What follows belongs to an exercise in optimizing a design on an open flow for a short achievable clock period and few clock cycles per item; a production flow would make more cautious choices. Only simulation tests tie the RTL to the original design; equivalence was not proved. No activity file was given, so power comes from the tool's default toggle rates.

rev 12:
Design lru_recency_table_unit, start of the top module:
module lru_recency_table_unit #(
  parameter int unsigned ENTRIES  = 16,
  parameter int unsigned KEY_BITS = 32
) (
  input  wire logic                       clk_i,
  input  wire logic                       rst_ni,
  input  wire logic                       in_valid_i,
  output logic                            in_ready_o,
  input  wire logic [lrt_pkg::KIND_W-1:0] kind_i,
  input  wire logic [lrt_pkg::KEY_W-1:0]  key_i,
  output logic                            out_valid_o,
  input  wire logic                       out_ready_i,
  output logic                            hit_o,
  output logic [lrt_pkg::SLOT_W-1:0]      slot_o,
  output logic                            released_o,
  output logic [lrt_pkg::KEY_W-1:0]       released_key_o
);
Size: roughly 4200 cells after synthesis, roughly 1300 flip-flops, ~78 I/O pins, about 53000 sq um of cells after synthesis.
clock: 6.5 ns
lec_check: 0
abc_clock_period_in_ps: 2500
cap_margin: 20
core_margin: 2
core_utilization: 60
cts_cluster_diameter: 80
cts_cluster_size: 20
setup_slack_margin: 4.3
slew_margin: 20
tns_end_percent: 100
run.sh (not shown) runs the stock make flow with config.mk's settings and CLKGATE_MAP_FILE= SYNTH_SCRIPT=/design/flow/synth_recipe.tcl, a recipe that flattens the netlist after the stock synthesis.
Testbench counts of rev 12, summed over its fixed seeds: cycles 12,048, items 12,000.
What rev 13 does differently from rev 12 at the input level:
diff --git a/flow/design.v b/flow/design.v
--- a/flow/design.v
+++ b/flow/design.v
@@ -94,37 +94,37 @@
       ready_q <= 1'b0;
     end else begin
       cnt_q  <= cnt_d;
       busy_q  <= (cnt_d >= CW'(D));
       ready_q <= (cnt_d < CW'(D));
     end
   end
   logic [N-1:0]        used_q, used_d;
   logic [NP-1:0]       old_q, old_d;    
   logic [N-1:0]        top_q, top_d;    
   logic [N-2:0][IW-1:0] stk_q;           
   logic [N-2:0][IW-1:0] stk_d;
-  logic [IW:0]         nused_q, nused_d;  
-  localparam int unsigned GW = 16;
+  logic [N:1]          nused_q, nused_d;  
+  localparam int unsigned GW = 8;
   localparam int unsigned NG = KW / GW;
   logic [KW-1:0]       cell_key [N];
   logic [NG-1:0]       cell_match [N];
   logic [N-1:0]        key_we;
   logic                pw_v_q;
   logic [N-1:0]        pw_slot_q;
   logic [KW-1:0]       pw_key_q;
   logic                full;
   logic [N-1:0]        lru;
   logic [N-1:0]        vict;
-  assign full   = nused_q[IW];
+  assign full   = nused_q[N];
   assign key_we = pw_slot_q & {N{pw_v_q}};
   always_comb begin
     for (int v = 0; v < N; v++) begin
       lru[v] = 1'b1;
       for (int j = 0; j < N; j++) begin
         if (j < v) begin
           lru[v] = lru[v] & !old_q[pidx(j, v)];
         end else if (j > v) begin
           lru[v] = lru[v] & old_q[pidx(v, j)];
         end
       end
     end
@@ -327,34 +327,34 @@
   always_comb begin
     used_d  = used_q;
     top_d   = top_q;
     stk_d   = stk_q;
     nused_d = nused_q;
     if (ins_miss) begin
       used_d = used_q | vict;
       if (!full) begin
         top_d = top_next;
         for (int k = 0; k < N - 2; k++) begin
           stk_d[k] = stk_q[k+1];
         end
-        nused_d = nused_q + (IW+1)'(1);
+        nused_d = {nused_q[N-1:1], 1'b1};
       end
     end else if (rem_hit) begin
       used_d = used_q & ~m;
       top_d    = m;
       stk_d[0] = top_bin;
       for (int k = 1; k < N - 1; k++) begin
         stk_d[k] = stk_q[k-1];
       end
-      nused_d = nused_q - (IW+1)'(1);
+      nused_d = {1'b0, nused_q[N:2]};
     end
   end
   logic vc_q;
   always_ff @(posedge clk_i or negedge rst_ni) begin
     if (!rst_ni) begin
       used_q    <= '0;
       old_q     <= '0;
       top_q     <= N'(1);
       for (int k = 0; k < N - 1; k++) begin
         stk_q[k] <= IW'(k + 1);
       end
       nused_q   <= '0;
@@ -370,88 +370,89 @@
       stk_q     <= stk_d;
       nused_q   <= nused_d;
       fwd_ins_q <= ins_b_q;
       fwd_rem_q <= rem_b_q;
       fwd_ev_q  <= ins_miss && full;
       pw_v_q    <= ins_miss;
       vc_q      <= vb_q;
     end
   end
   logic          hit_c_q, ev_c_q, rh_c_q;
   logic [KW-1:0] vkey;
   logic [N-1:0]  t_c_q;
+  logic [KW-1:0] key_c_q;
   always_ff @(posedge clk_i) begin
     last_t_q  <= t;
     pw_slot_q <= vict;
     pw_key_q  <= key_b_q;
     hit_c_q   <= hit;
     ev_c_q    <= ins_miss && full;
     rh_c_q    <= rem_hit;
     t_c_q     <= t;
+    key_c_q   <= key_b_q;
   end
   logic [IW-1:0] slot_c;
   logic [RW-1:0] res_c;
   always_comb begin
     slot_c = '0;
     vkey   = '0;
     for (int s = 0; s < N; s++) begin
       slot_c = slot_c | (IW'(s) & {IW{t_c_q[s]}});
       vkey   = vkey | (cell_key[s] & {KW{t_c_q[s]}});
     end
   end
   assign res_c = {hit_c_q, lrt_pkg::SLOT_W'(slot_c), ev_c_q || rh_c_q,
-                  vkey & {KW{ev_c_q || rh_c_q}}};
-  localparam int unsigned DM = D - 1;
-  logic [RW-1:0] mem_q [DM];
-  logic [DM-1:0] wr_q, rd_q;            
+                  ev_c_q ? vkey : (rh_c_q ? key_c_q : '0)};
+  logic [RW-1:0] mem_q [D];
+  logic [D-1:0]  wr_q, rd_q;            
   logic [CW-1:0] nq_q;                  
   logic          nq_any;
   logic [RW-1:0] mem_rd;
   logic          head_ld;
   logic [RW-1:0] head_new;
   logic [RW-1:0] head_b_q;
   logic [RW-1:0] head_q;
   logic          take;
   always_ff @(posedge clk_i) begin
-    for (int i = 0; i < DM; i++) begin
+    for (int i = 0; i < D; i++) begin
       if (vc_q && wr_q[i]) begin
         mem_q[i] <= res_c;
       end
     end
   end
   always_comb begin
     mem_rd = '0;
-    for (int i = 0; i < DM; i++) begin
+    for (int i = 0; i < D; i++) begin
       mem_rd = mem_rd | (mem_q[i] & {RW{rd_q[i]}});
     end
   end
   assign nq_any   = (nq_q != '0);
   assign head_ld  = pop || !hv_q;
   assign head_new = nq_any ? mem_rd : res_c;
   assign take     = head_ld && (nq_any || vc_q);
   always_ff @(posedge clk_i or negedge rst_ni) begin
     if (!rst_ni) begin
       hv_q <= 1'b0;
       ov_q <= 1'b0;
-      wr_q <= DM'(1);
-      rd_q <= DM'(1);
+      wr_q <= D'(1);
+      rd_q <= D'(1);
       nq_q <= '0;
     end else begin
       hv_q <= head_ld ? (nq_any || vc_q) : ov_q;
       ov_q <= head_ld ? (nq_any || vc_q) : hv_q;
       if (vc_q) begin
-        wr_q <= {wr_q[DM-2:0], wr_q[DM-1]};
+        wr_q <= {wr_q[D-2:0], wr_q[D-1]};
       end
       if (take) begin
-        rd_q <= {rd_q[DM-2:0], rd_q[DM-1]};
+        rd_q <= {rd_q[D-2:0], rd_q[D-1]};
       end
       if (vc_q && !take) begin
         nq_q <= nq_q + CW'(1);
       end else if (!vc_q && take) begin
         nq_q <= nq_q - CW'(1);
       end
     end
   end
   always_ff @(posedge clk_i) begin
     head_q   <= head_ld ? head_new : head_b_q;
     head_b_q <= head_ld ? head_new : head_q;
   end
==> results.txt <==
Rev 13 against rev 12: sink count of the clock tree shows an increase of 87; worst setup slack climbed 120 ps; shortest clock period the worst path allows after layout -120 ps. In rev 13, data required time of the worst path is lower than in rev 12. Rev 13 against rev 12: final design utilization went down 3.3 points; via count went down 390; routed wire length went down about 7.5%; global-route wire length before repair went down about 7%; arrival time reported for the critical path endpoint went down 1980 ps. Rev 13 ends up with higher sequential share of layout area than rev 12 does. Overall routing resource usage (rev 13 over rev 12): decrease, 5.4 points. Of rev 13 and rev 12, rev 13 shows the lower critical-path maximum fanout, with rev 12 above it. Compared to rev 12, rev 13 has number of non-clock buffers in the layout 36 lower. The final layout from rev 13, which completed every stage, passed the timing, DRC and antenna checks at the end of the flow. Sequential share of power up 2.2 points in rev 13 wrt rev 12.
Testbench counts of rev 13, summed over its fixed seeds: cycles 12,048, items 12,000.

[what the ideal ports hide]
The results above use ideal ports. As a check the final layouts listed here were re-extracted and re-timed, cells and wires unchanged.
Step 1, drivers: a clkbuf_16 drives clk_i and a buf_2 each remaining input, both assumed.
Step 2, shift: input delay + t, output delay - t, t = (earliest + latest rising clock arrival at the registers) / 2. This alone moves slack from input paths to output paths.
a / b / c = no drivers / after step 1 / after step 2; a / b = the first two.
run | t, ns | setup slack, ns | hold WS [ns] | worst slew at a driven data input, ns
rev 12 | 0.746 | 3.882 / 3.882 / 3.471 | 0.356 / 0.356 / 0.356 | 0.05
rev 13 | 0.774 | 3.998 / 3.922 / 3.547 | 0.358 / 0.358 / 0.358 | 0.08
After both steps every run listed still meets setup and hold. The setup slack of rev 13, which loses most, moves by -0.076 ns with the drivers and by -0.451 ns with both steps.
